Background: an optimization exercise with open tools, aiming at small area, a short achievable clock period and few clock cycles per item. Do not read the settings as production practice.
Function was not checked in any run shown here: the RTL went through the layout flow alone.

`design.v`:
```
package ascon_pkg;
  localparam int unsigned STATE_W = 320;
  localparam int unsigned WORD_W  = 64;
  localparam int unsigned IDX_W   = 4;
  localparam int unsigned N_RC    = 12;
  function automatic logic [7:0] rc_tab(input logic [IDX_W-1:0] idx);
    case (idx)
      4'd0:    rc_tab = 8'hf0;
      4'd1:    rc_tab = 8'he1;
      4'd2:    rc_tab = 8'hd2;
      4'd3:    rc_tab = 8'hc3;
      4'd4:    rc_tab = 8'hb4;
      4'd5:    rc_tab = 8'ha5;
      4'd6:    rc_tab = 8'h96;
      4'd7:    rc_tab = 8'h87;
      4'd8:    rc_tab = 8'h78;
      4'd9:    rc_tab = 8'h69;
      4'd10:   rc_tab = 8'h5a;
      4'd11:   rc_tab = 8'h4b;
      default: rc_tab = 8'h00;
    endcase
  endfunction
endpackage
module ascon_inv_h1
(
  input  logic [319:0] i_state,
  output logic [319:0] o_state
);
  logic [63:0] a0;
  assign a0 = i_state[319:256];
  logic [63:0] p0_1, p0_2, p0_3;
  assign p0_1 = a0 ^ {a0[7:0], a0[63:8]} ^ {a0[39:0], a0[63:40]};
  assign p0_2 = p0_1 ^ {p0_1[7:0], p0_1[63:8]} ^ {p0_1[45:0], p0_1[63:46]};
  assign p0_3 = p0_2 ^ {p0_2[8:0], p0_2[63:9]} ^ {p0_2[44:0], p0_2[63:45]};
  assign o_state[319:256] = p0_3;
  logic [63:0] a1;
  assign a1 = i_state[255:192];
  logic [63:0] p1_1, p1_2, p1_3, p1_4;
  assign p1_1 = a1 ^ {a1[2:0], a1[63:3]} ^ {a1[41:0], a1[63:42]};
  assign p1_2 = p1_1 ^ {p1_1[3:0], p1_1[63:4]} ^ {p1_1[7:0], p1_1[63:8]};
  assign p1_3 = p1_2 ^ {p1_2[3:0], p1_2[63:4]} ^ {p1_2[31:0], p1_2[63:32]};
  assign p1_4 = p1_3 ^ {p1_3[5:0], p1_3[63:6]} ^ {p1_3[19:0], p1_3[63:20]};
  assign o_state[255:192] = p1_4;
  logic [63:0] a2;
  assign a2 = i_state[191:128];
  logic [63:0] p2_1, p2_2, p2_3, p2_4;
  assign p2_1 = a2 ^ {a2[0:0], a2[63:1]} ^ {a2[5:0], a2[63:6]};
  assign p2_2 = p2_1 ^ {p2_1[1:0], p2_1[63:2]} ^ {p2_1[11:0], p2_1[63:12]};
  assign p2_3 = p2_2 ^ {p2_2[3:0], p2_2[63:4]} ^ {p2_2[19:0], p2_2[63:20]};
  assign p2_4 = p2_3 ^ {p2_3[3:0], p2_3[63:4]} ^ {p2_3[31:0], p2_3[63:32]};
  assign o_state[191:128] = p2_4;
  logic [63:0] a3;
  assign a3 = i_state[127:64];
  logic [63:0] p3_1, p3_2, p3_3, p3_4;
  assign p3_1 = a3 ^ {a3[3:0], a3[63:4]} ^ {a3[11:0], a3[63:12]};
  assign p3_2 = p3_1 ^ {p3_1[6:0], p3_1[63:7]} ^ {p3_1[53:0], p3_1[63:54]};
  assign p3_3 = p3_2 ^ {p3_2[7:0], p3_2[63:8]} ^ {p3_2[19:0], p3_2[63:20]};
  assign p3_4 = p3_3 ^ {p3_3[7:0], p3_3[63:8]} ^ {p3_3[43:0], p3_3[63:44]};
  assign o_state[127:64] = p3_4;
  logic [63:0] a4;
  assign a4 = i_state[63:0];
  logic [63:0] p4_1, p4_2, p4_3, p4_4;
  assign p4_1 = a4 ^ {a4[3:0], a4[63:4]} ^ {a4[11:0], a4[63:12]};
  assign p4_2 = p4_1 ^ {p4_1[3:0], p4_1[63:4]} ^ {p4_1[49:0], p4_1[63:50]};
  assign p4_3 = p4_2 ^ {p4_2[3:0], p4_2[63:4]} ^ {p4_2[55:0], p4_2[63:56]};
  assign p4_4 = p4_3 ^ {p4_3[6:0], p4_3[63:7]} ^ {p4_3[40:0], p4_3[63:41]};
  assign o_state[63:0] = p4_4;
endmodule
module ascon_inv_h2
(
  input  logic [319:0] i_state,
  input  logic [7:0]   i_rc,
  output logic [319:0] o_state
);
  logic [63:0] l0, l1, l2, l3, l4;
  logic [63:0] b0;
  assign b0 = i_state[319:256];
  logic [63:0] q0_1;
  assign q0_1 = b0 ^ {b0[11:0], b0[63:12]} ^ {b0[47:0], b0[63:48]};
  assign l0 = {q0_1[50:0], q0_1[63:51]};
  logic [63:0] b1;
  assign b1 = i_state[255:192];
  logic [63:0] q1_1;
  assign q1_1 = b1 ^ {b1[11:0], b1[63:12]} ^ {b1[47:0], b1[63:48]};
  assign l1 = {q1_1[18:0], q1_1[63:19]};
  logic [63:0] b2;
  assign b2 = i_state[191:128];
  logic [63:0] q2_1;
  assign q2_1 = b2 ^ {b2[7:0], b2[63:8]} ^ {b2[35:0], b2[63:36]};
  assign l2 = {q2_1[3:0], q2_1[63:4]};
  logic [63:0] b3;
  assign b3 = i_state[127:64];
  logic [63:0] q3_1;
  assign q3_1 = b3 ^ {b3[13:0], b3[63:14]} ^ {b3[43:0], b3[63:44]};
  assign l3 = {q3_1[25:0], q3_1[63:26]};
  logic [63:0] b4;
  assign b4 = i_state[63:0];
  logic [63:0] q4_1;
  assign q4_1 = b4 ^ {b4[19:0], b4[63:20]} ^ {b4[39:0], b4[63:40]};
  assign l4 = {q4_1[53:0], q4_1[63:54]};
  logic [63:0] y0, y1, y2, y3, y4;
  logic [63:0] z0, z1, z2, z3, z4;
  logic [63:0] u2, u4;
  assign y2 = ~l2;
  assign y3 = l3 ^ y2;
  assign y0 = l0 ^ l4;
  assign y1 = l1 ^ y0;
  assign y4 = l4;
  assign z0 = y0 ^ (~y1 & (y2 ^ (~y3 & y4)));
  assign z1 = y1 ^ (~y2 & (y3 ^ (~y4 & y0)));
  assign z2 = y2 ^ (~y3 & (y4 ^ (~y0 & y1)));
  assign z3 = y3 ^ (~y4 & (y0 ^ (~y1 & y2)));
  assign z4 = y4 ^ (~y0 & (y1 ^ (~y2 & y3)));
  assign u2 = z2 ^ z1;
  assign u4 = z4 ^ z3;
  assign o_state = {z0 ^ u4, z1, u2 ^ {56'd0, i_rc}, z3, u4};
endmodule
module ascon_inv_round
(
  input  logic [319:0] i_state,
  input  logic [7:0]   i_rc,
  output logic [319:0] o_state
);
  logic [319:0] w_mid;
  ascon_inv_h1 u_h1 (.i_state(i_state), .o_state(w_mid));
  ascon_inv_h2 u_h2 (.i_state(w_mid), .i_rc(i_rc), .o_state(o_state));
endmodule
module ascon_inv_permutation
(
  input  logic         clk,
  input  logic         rst,
  input  logic         in_valid,
  output logic         in_ready,
  input  logic [319:0] in_state,
  input  logic [3:0]   in_rounds,
  output logic         out_valid,
  input  logic         out_ready,
  output logic [319:0] out_state,
  output logic         busy
);
  logic [319:0] r_a, r_b;
  logic [319:0] w_h1_in, w_h1, w_h2;
  logic         r_va, r_da;
  logic [3:0]   r_ra, r_ia;
  logic         r_vb;
  logic [3:0]   r_rb, r_ib;
  logic         r_rb_is1;
  logic         r_run;
  logic         r_aempty, r_ordok;
  logic         r_ov, r_busy;
  logic         w_is6, w_is8;
  logic [3:0]   w_a;
  logic         w_stall, w_acc;
  logic         n_va, n_da, n_vb, n_run;
  logic [3:0]   n_rb;
  assign w_stall  = r_ov & ~out_ready;
  assign in_ready = r_ordok & (r_aempty | (r_ov & out_ready));
  assign w_acc    = in_valid & in_ready;
  assign w_is6 = (in_rounds == 4'd6);
  assign w_is8 = (in_rounds == 4'd8);
  assign w_a   = w_is6 ? 4'd6 : (w_is8 ? 4'd8 : 4'd12);
  assign w_h1_in = r_run ? r_a : in_state;
  ascon_inv_h1 u_h1 (
    .i_state (w_h1_in),
    .o_state (w_h1)
  );
  ascon_inv_h2 u_h2 (
    .i_state (r_b),
    .i_rc    (ascon_pkg::rc_tab(r_ib)),
    .o_state (w_h2)
  );
  always_ff @(posedge clk) begin
    if (!w_stall) begin
      r_b <= w_h1;
      r_a <= w_h2;
    end
  end
  assign n_va  = r_vb;
  assign n_da  = r_vb & r_rb_is1;
  assign n_run = r_vb & ~r_rb_is1;
  assign n_vb  = r_run | w_acc;
  assign n_rb  = r_run ? r_ra : w_a;
  always_ff @(posedge clk or posedge rst) begin
    if (rst) begin
      r_va     <= 1'b0;
      r_da     <= 1'b0;
      r_run    <= 1'b0;
      r_ra     <= 4'd0;
      r_ia     <= 4'd0;
      r_vb     <= 1'b0;
      r_rb     <= 4'd0;
      r_ib     <= 4'd0;
      r_rb_is1 <= 1'b0;
      r_aempty <= 1'b0;
      r_ordok  <= 1'b0;
      r_ov     <= 1'b0;
      r_busy   <= 1'b0;
    end else if (!w_stall) begin
      r_va     <= n_va;
      r_da     <= n_da;
      r_run    <= n_run;
      r_ra     <= r_rb - 4'd1;
      r_ia     <= r_ib - 4'd1;
      r_vb     <= n_vb;
      r_rb     <= n_rb;
      r_ib     <= r_run ? r_ia : 4'd11;
      r_rb_is1 <= (n_rb == 4'd1);
      r_aempty <= ~n_va;
      r_ordok  <= ~n_vb | (n_rb <= 4'd6) | (in_valid & ~w_acc & (n_rb <= w_a));
      r_ov     <= n_da;
      r_busy   <= n_va | n_vb;
    end
  end
  assign out_valid = r_ov;
  assign busy      = r_busy;
  assign out_state = r_a;
endmodule
```
`flow/run.sh`:
```
#!/bin/bash
# The standard ORFS layout (the standard.sh, all steps, standard synthesis),
# with one change: the buffers that buffer_ports puts on every input and output
# port are buf_1 cells instead of the default delay-buffer cell.
set -euo pipefail
export BUFFER_PORTS_ARGS="-buffer_cell sky130_fd_sc_hd__buf_1"
bash standard.sh finish > standard_flow.log 2>&1
```
`standard.sh`:
```
#!/bin/bash
# synth_recipe.tcl (not shown) runs the flow's synth.tcl, then flattens the netlist and writes it again
# the make line also repeats each setting of config.mk as NAME=value (left out here)
make -C /OpenROAD-flow-scripts/flow DESIGN_CONFIG=/design/flow/config.mk WORK_HOME=/design/flow/orfs CLKGATE_MAP_FILE= SYNTH_SCRIPT=/design/flow/synth_recipe.tcl "${@:-finish}"
```
`config.mk`:
```
export PLATFORM = sky130hd
export DESIGN_NAME = ascon_inv_permutation
export DESIGN_NICKNAME = ascon_inv_permutation
export VERILOG_FILES = /design/flow/design.v
export SDC_FILE = /design/flow/constraint.sdc
export NUM_CORES = 4
export LEC_CHECK = 0
export CAP_MARGIN = 20
export CORE_MARGIN = 2
export CORE_UTILIZATION = 40
export CTS_BUF_LIST = sky130_fd_sc_hd__clkbuf_8
export SETUP_SLACK_MARGIN = 3.8
export SLEW_MARGIN = 20
```
`constraint.sdc`:
```
create_clock -name core_clock -period 7.0 [get_ports {clk}]
set_input_delay 1.4000 -clock core_clock [delete_from_list [all_inputs] [get_ports {clk}]]
set_output_delay 1.4000 -clock core_clock [all_outputs]
set_load 0.01 [all_outputs]
```
==> results.tsv, run 1 <==
stage	metric	value	unit
outcome	status	timing/DRC/antenna clean	
floorplan	num ports	651	
critical_path	CP Max Fanout	5	
route	via count	55629	
logic_synthesis	syn_area_per_cell	11.8	um^2
global_route	largest net degree at the start of global routing	170	
logic_synthesis	sequential area share after synthesis	26.2	%
global_route	gr busiest metal	met2	
hold_path	Tightest Hold Check Type	reg -> reg	
global_route	Global Route met3 Usage	7.18	%
placement	dpl cells	9422	
route	DR iter-0 viols	5893	
sta	setup ws final	3.58	ns
logic_synthesis	Seq cells post-synth	663	
critical_path	CP required	7.52	ns
placement	Post-Place Setup Slack	2.33	ns
job	max-cap viol count	0	
global_route	grt met2 use	54.6	%
sta	final worst-path cycle share	48.9	%
cells_and_area	Post-Layout Cell Count	10382	
logic_synthesis	synth cell count leaders	xnor2_1 (2008), xor2_1 (1074), edfxtp_1 (640)	
clock_network	Post-CTS Hold Buffers	0	
floorplan	DIE WIDTH	439	um
clock_network	Clock Tree Buf Depth	3	
critical_path	slowest library cell on the worst path	xnor2_1	
clock_network	CTS tree	built	
sta	setup TNS	0	ns
critical_path	type of element launching the critical path	flip-flop	
cells_and_area	Seq. cell area	19800	um^2
global_route	global-route wire length before repair	454000	um
cells_and_area	multi-input logic area	63900	um^2
route	post-detailed-route count of antenna-violating nets	0	
placement	GPL Wtd Cong	1.02	
route	vias per std cell	5.36	
sta	Final setup viols	0	
logic_synthesis	Yosys cell types	57	
sta	final setup skew	0.0482	ns
route	Routed Wire Length	347000	um
floorplan	die area	193000	um^2
sta	worst-margin pin slew	1.24	ns
logic_synthesis	asr flop ratio synth	3.47	%
clock_network	H-tree depth	4	
logic_synthesis	Area contributors post-synth	edfxtp_1 (25%), xnor2_1 (23%), xnor3_1 (13%)	
logic_synthesis	post-synth net total	6866	
logic_synthesis	synth warn	1	
floorplan	Die Y	439	um
hold_path	hold depth	2	
global_route	global route overflow	0	
clock_network	Root Buffer	clkbuf_8	
global_route	vias in the first global route	53620	
logic_synthesis	Post-synth EDFFs	640	
global_route	initial antenna violation count	67	
critical_path	worst reg2reg path depth	8	
cells_and_area	final core utilization	53.4	%
logic_synthesis	top cell type's share of synthesized area	25.4	%
logic_synthesis	Main synth FF type	edfxtp_1	
critical_path	Critical Path End Type	flip-flop	
logic_synthesis	most common cell in the synthesized netlist	xnor2_1	
logic_synthesis	cells after synthesis	6406	
critical_path	max incr delay on CP	0.61	ns
sta	Worst slew margin	16.6	%
global_route	total track usage	34.8	%
logic_synthesis	dominant cell type by area after synthesis	edfxtp_1	
sta	Slew Viols, Final	0	
critical_path	CP cell instances	xor2_1 > xnor2_2 > inv_1 > ha_1 > xor2_1 > nor2_1 > xnor2_1 > xnor2_1	
clock_network	Clock Sinks	663	
cells_and_area	Nets	8212	
cells_and_area	Layout area overhead	32.5	%
sta	Final Critical Period	3.42	ns
route	drt drc	0	
logic_synthesis	Netlist Area Pre-Place	75600	um^2
cells_and_area	fill cell count	15997	
sta	Fin. Hold Viols	0	
clock_network	cts bufs inserted	134	
floorplan	Rows	159	
placement	post-DP HPWL	276000	um
route	wire per inst	33.5	um
global_route	grt met1 use	43.9	%
clock_network	worst skew pair latency	0.92	ns
floorplan	CORE AREA	188000	um^2
sta	Max Fclk	0.292	GHz
critical_path	worst endpoint data arrival time	3.95	ns
floorplan	Starting Density	40.3	%
critical_path	Crit Path Category	reg -> reg	
placement	IO buf count	650	
clock_network	clock transition at the registers of the reported paths	0.06	ns
cells_and_area	share of cells above drive strength 1	31.1	%
sta	RSZ-0062 raised after global routing	yes	
route	DRT Pass-1 Iters	24	
-- metrics by stage --
step / instance area (um^2) / hold WS (ns)
6_report: 100000 / 0.498
5_1_grt: 100000 / 0.526
4_1_cts: 94300 / 0.503
3_5_place_dp: 81100 / 0.491
3_3_place_gp: 81000 / 0.467
2_1_floorplan: 76400 / 0.451
-- placed cells by master, fill, tap and decap left out, types with 114 or more instances in the layout --
master    instances
xnor2_1        1372
mux2i_1         316
o21ai_0         138
edfxtp_1        640
mux2i_2         127
xnor3_1         352
ha_1            124
xor2_1          916
mux2i_4         144
clkbuf_8        138
buf_4           603
xnor2_4         145
a21oi_1         135
xor2_2          114
xnor2_2         659
buf_1           611
nand2_1         227
nor2_1          156
inv_1           288
-- critical path, delay by kind of cell, from the launching register on --
family	cells	cell delay, ns
xor+xnor	5	1.98
fa+ha+maj	1	0.38
buf+inv	1	0.14
flops	1	0.47
simple gates	1	0.07
-- sequential cells by signal, summed over array words and instances (netlist names) --
register and flops:
r_ov 1, r_aempty 1, r_b 320, r_run 1
r_a 320, r_ra 4, r_busy 1, r_ordok 1
r_rb_is1 1, r_ib 4, r_ia 4, r_vb 1
r_rb 4
-- path summary, 6_finish.rpt --
kind / start / to / slack, ns
setup / recovery: r_b[176] / r_a[164] / 3.58
hold / removal: r_ia[2] / r_ia[2] / 0.50
hold reg to reg: r_ia[2] / r_ia[2] / 0.50
min in group asynchronous: rst / r_ia[0] / 0.70
setup reg to reg: r_b[176] / r_a[164] / 3.58
max in group asynchronous: rst / r_run / 5.59
-- routing by layer --
layer,routed length [um],vias to the layer above
li1,-,23880
met1,132000,27931
met2,156000,3027
met3,31300,753
met4,27300,38
met5,265,-
-- cells by family (layout without fill, tap and decap cells) --
group,after synthesis,in the layout,synth area share (%)
compound gates,304,304,2.12
xor+xnor,3779,3779,55.1
fa+ha+maj,132,132,2.18
buf+inv,443,1890,2.95
flops,663,663,26.2
mux,604,604,8.74
other cells,0,34,0
simple gates,481,481,2.71
-- cell type report --
| type | count | share of cell area [%] |
|---|---|---|
| multi-input cells | 5300 | 63.7 |
| flip-flops and latches | 663 | 19.7 |
| repair buffers | 1379 | 9.47 |
| well taps | 2495 | 3.11 |
| clock buffers | 138 | 1.89 |
| inverters | 265 | 1.04 |
| clock inverters | 99 | 0.765 |
| repair inverters | 9 | 0.167 |
| diodes | 34 | 0.0849 |
-- what timing repair did --
action	4_1_cts	5_1_grt
gates cloned	23	4
buffers inserted	433	229
pin swaps	189	236
resized for setup	908	560
setup endpoints to repair	606	370
==> run 2: changes to the inputs <==
--- a/config.mk
+++ b/config.mk
@@ -13 +13,2 @@
 export SLEW_MARGIN = 20
+export SYNTH_HIERARCHICAL = 1
==> run 2 against run 1 <==
Setup slack worse by 0.28 ns. Clock skew up 0.031 ns. First-iteration DRC count is 10% lower. Wire length fell by 9.8%.
==> results.tsv, run 2 <==
stage	metric	value	unit	change
floorplan	DIE WIDTH	418	um	-4.7%
cells_and_area	Layout area overhead	39.3	%	
cells_and_area	Nets	7121		-13%
sta	final worst-path cycle share	53.0	%	+4.0 points
placement	GPL Wtd Cong	1.01		-0.44%
critical_path	worst endpoint data arrival time	4.34	ns	+0.39 ns
sta	Final Critical Period	3.71	ns	+0.282 ns
global_route	global route overflow	0		unchanged
logic_synthesis	dominant cell type by area after synthesis	edfxtp_1		
cells_and_area	highest-count cells in the layout ignoring fill and taps	buf_4 (762), xnor2_1 (667), buf_1 (648), edfxtp_1 (640), xnor2_2 (507)		
logic_synthesis	syn_area_per_cell	13.5	um^2	+14%
placement	IO buf count	650		unchanged
floorplan	die area	175000	um^2	-9.3%
route	post-detailed-route count of antenna-violating nets	0		unchanged
cells_and_area	final core utilization	56.3	%	+2.9 points
logic_synthesis	top cell type's share of synthesized area	28.0	%	+2.6 points
floorplan	Starting Density	40.4	%	+0.10 points
logic_synthesis	cells after synthesis	5091		-21%
global_route	total track usage	34.5	%	-0.35 points
critical_path	CP cell instances	buf_12 > buf_16 > bufbuf_16 > mux2_4 > xor3_1 > xnor3_1 > xnor3_2 > xor2_1 > xnor3_2		
cells_and_area	most common cell after layout, fill and taps aside	buf_4		
route	Routed Wire Length	313000	um	-9.8%
sta	Max Fclk	0.270	GHz	-7.6%
global_route	initial antenna violation count	43		-36%
route	DRT Pass-1 Iters	6		-75%
clock_network	Clock Tree Buf Depth	3		unchanged
sta	Final setup viols	0		unchanged
logic_synthesis	Post-synth EDFFs	640		unchanged
logic_synthesis	Netlist Area Pre-Place	68600	um^2	-9.3%
critical_path	CP Max Fanout	10		+5
outcome	status	timing/DRC/antenna clean		
logic_synthesis	Seq cells post-synth	663		unchanged
floorplan	CORE AREA	170000	um^2	-9.6%
logic_synthesis	synth cell count leaders	xnor2_1 (1304), xor2_1 (735), edfxtp_1 (640)		
job	max-cap viol count	0		unchanged
logic_synthesis	most common cell in the synthesized netlist	xnor2_1		
sta	RSZ-0062 raised after global routing	yes		
critical_path	slowest library cell on the worst path	dfrtp_4		
cells_and_area	multi-input logic area	58500	um^2	-8.4%
sta	Fin. Hold Viols	0		unchanged
logic_synthesis	sequential area share after synthesis	28.9	%	+2.7 points
clock_network	cts bufs inserted	131		-2.2%
global_route	global-route wire length before repair	402000	um	-12%
placement	post-DP HPWL	250000	um	-9.4%
critical_path	max incr delay on CP	0.48	ns	-0.13 ns
clock_network	worst skew pair latency	0.97	ns	+0.05 ns
floorplan	num ports	651		unchanged
clock_network	Clock Sinks	663		unchanged
floorplan	Die Y	418	um	-4.7%
logic_synthesis	asr flop ratio synth	3.47	%	unchanged
sta	Worst slew margin	31.4	%	+15 points
critical_path	type of element launching the critical path	flip-flop		
clock_network	CTS tree	built		
clock_network	Post-CTS Hold Buffers	0		unchanged
clock_network	H-tree depth	4		unchanged
global_route	largest net degree at the start of global routing	151		-11%
cells_and_area	Top Registers	r_a (320), r_b (320)		
cells_and_area	share of cells above drive strength 1	44.4	%	+13 points
global_route	vias in the first global route	46261		-14%
logic_synthesis	Yosys cell types	49		-14%
sta	setup TNS	0	ns	unchanged
route	vias per std cell	5.38		+0.38%
clock_network	Root Buffer	clkbuf_8		
logic_synthesis	post-synth net total	5551		-19%
route	DR iter-0 viols	5295		-10%
critical_path	Crit Path Category	reg -> reg		
hold_path	Tightest Hold Check Type	in -> async		
floorplan	Rows	151		-5.0%
placement	Placed Area	74000	um^2	-8.7%
critical_path	CP bufs+invs	3		+2
logic_synthesis	Area contributors post-synth	edfxtp_1 (28%), xnor3_1 (20%), xnor2_1 (17%)		
critical_path	delay-heaviest family, CP	XOR/XNOR gates		
logic_synthesis	Main synth FF type	edfxtp_1		
cells_and_area	fill cell count	13604		-15%
sta	Slew Viols, Final	0		unchanged
sta	worst-margin pin slew	1.03	ns	-0.212 ns
clock_network	clock transition at the registers of the reported paths	0.07	ns	about the same
sta	final setup skew	0.0796	ns	+0.0314 ns
cells_and_area	post-layout instance area	95600	um^2	-4.7%
logic_synthesis	synth warn	7		+6
critical_path	CP most frequent cell	xnor3_2		
route	via count	48392		-13%
route	wire per inst	34.8	um	+4.1%
critical_path	CP required	7.63	ns	+0.11 ns
critical_path	Critical Path End Type	flip-flop		
cells_and_area	Seq. cell area	19800	um^2	unchanged
route	drt drc	0		unchanged
-- run 2: cell types whose count changed after synthesis, sizes merged, moves of 51 or more --
cell   before   now
xnor2    2176  1358
or2        63     0
xnor3     445   599
a21oi     148    17
buf       114    55
nor2      157    77
inv       264   213
mux2i     587   221
xor3       72   170
xor2     1086   788
mux2       17   365
-- run 2: timing repair --
item,in CTS,in global routing
endpoints found under the setup margin,494,387
setup buffers,458,417
cloned,18,7
resized for setup,1282,555
pin swaps,387,446
-- run 2: cell type report --
| cell class | instances | share of cell area [%] |
|---|---|---|
| Clock inverter | 105 | 0.907 |
| Inverter | 213 | 0.854 |
| Tap cell | 2218 | 2.90 |
| Timing Repair Buffer | 1571 | 11.4 |
| Sequential cell | 663 | 20.7 |
| Multi-Input combinational cell | 4081 | 61.3 |
| Clock buffer | 132 | 1.90 |
| Antenna cell | 14 | 0.0367 |
-- run 2: final timing paths --
kind / to / slack [ns] / depth (start not counted) / startpoint
min: r_run / 0.41 / 2 / rst
max reg2reg: r_b[141] / 3.29 / 9 / r_run
min reg2reg: r_ia[2] / 0.51 / 2 / r_ia[2]
max in group asynchronous: r_ia[0] / 6.15 / 3 / rst
max: r_b[141] / 3.29 / 9 / r_run
min in group core_clock: r_ia[2] / 0.51 / 2 / r_ia[2]
-- run 2: logic make-up (layout without fill, tap and decap cells) --
group | count (synthesis) | count (layout) | share of synthesized area, %
AO/OA/AOI/OAI | 153 | 153 | 1.15
buffers and inverters | 347 | 2021 | 2.29
multiplexers | 586 | 586 | 9.30
AND/OR/NAND/NOR | 295 | 295 | 1.73
flip-flops | 663 | 663 | 28.9
other | 0 | 14 | 0
adder cells (fa/ha/maj) | 132 | 132 | 2.41
XOR/XNOR | 2915 | 2915 | 54.3
-- run 2: modules after synthesis, one instance, submodules excluded --
module,area [um^2],cells,copies in the design,flops+latches
ascon_inv_permutation,24400,1125,1,663
ascon_inv_h1,26000,1986,1,0
ascon_inv_h2,18200,1980,1,0
-- run 2: metrics by stage --
step / hold WS, ns / std cells / worst slack [ns]
2_1_floorplan: 0.451 / 5091 / 3.13
3_3_place_gp: 0.488 / 7845 / 2.37
3_5_place_dp: 0.488 / 7845 / 2.38
4_1_cts: 0.505 / 8558 / 3.34
5_1_grt: 0.379 / 8989 / 3.28
6_report: 0.407 / 8997 / 3.29
-- run 2: metal layers --
metal	vias to the layer above	GRT usage [%]	routed length, um
li1	20367	-	-
met2	2720	55.6	145000
met5	-	0	45
met1	24605	44.1	118000
met4	8	18.7	22600
met3	692	6.26	28400

[re-timing with driven ports]
Ports are ideal in the flow. The routed layouts listed here were re-timed in OpenROAD. Step 1 sets driving cells, clkbuf_16 on the clock port and buf_2 on the other inputs (assumed; they add their load-dependent delay and slew). Step 2 times the ports against the registers' clock, not the clock port: input delays grow and output delays shrink by t, the midpoint of the rising clock arrivals with the driver on. Three values: ideal, step 1, step 2; two values: the first two.
run | t, ns | setup slack, ns | slew at the worst register clock pin (ns)
run 1 | 0.980 | 3.575 / 3.556 / 2.576 | 0.07 / 0.07
run 2 | 0.999 | 3.293 / 3.293 / 2.835 | 0.08 / 0.08
After both steps every run listed still meets setup and hold. The setup slack of run 1, which loses most, moves by -0.019 ns with the drivers and by -0.999 ns with both steps.
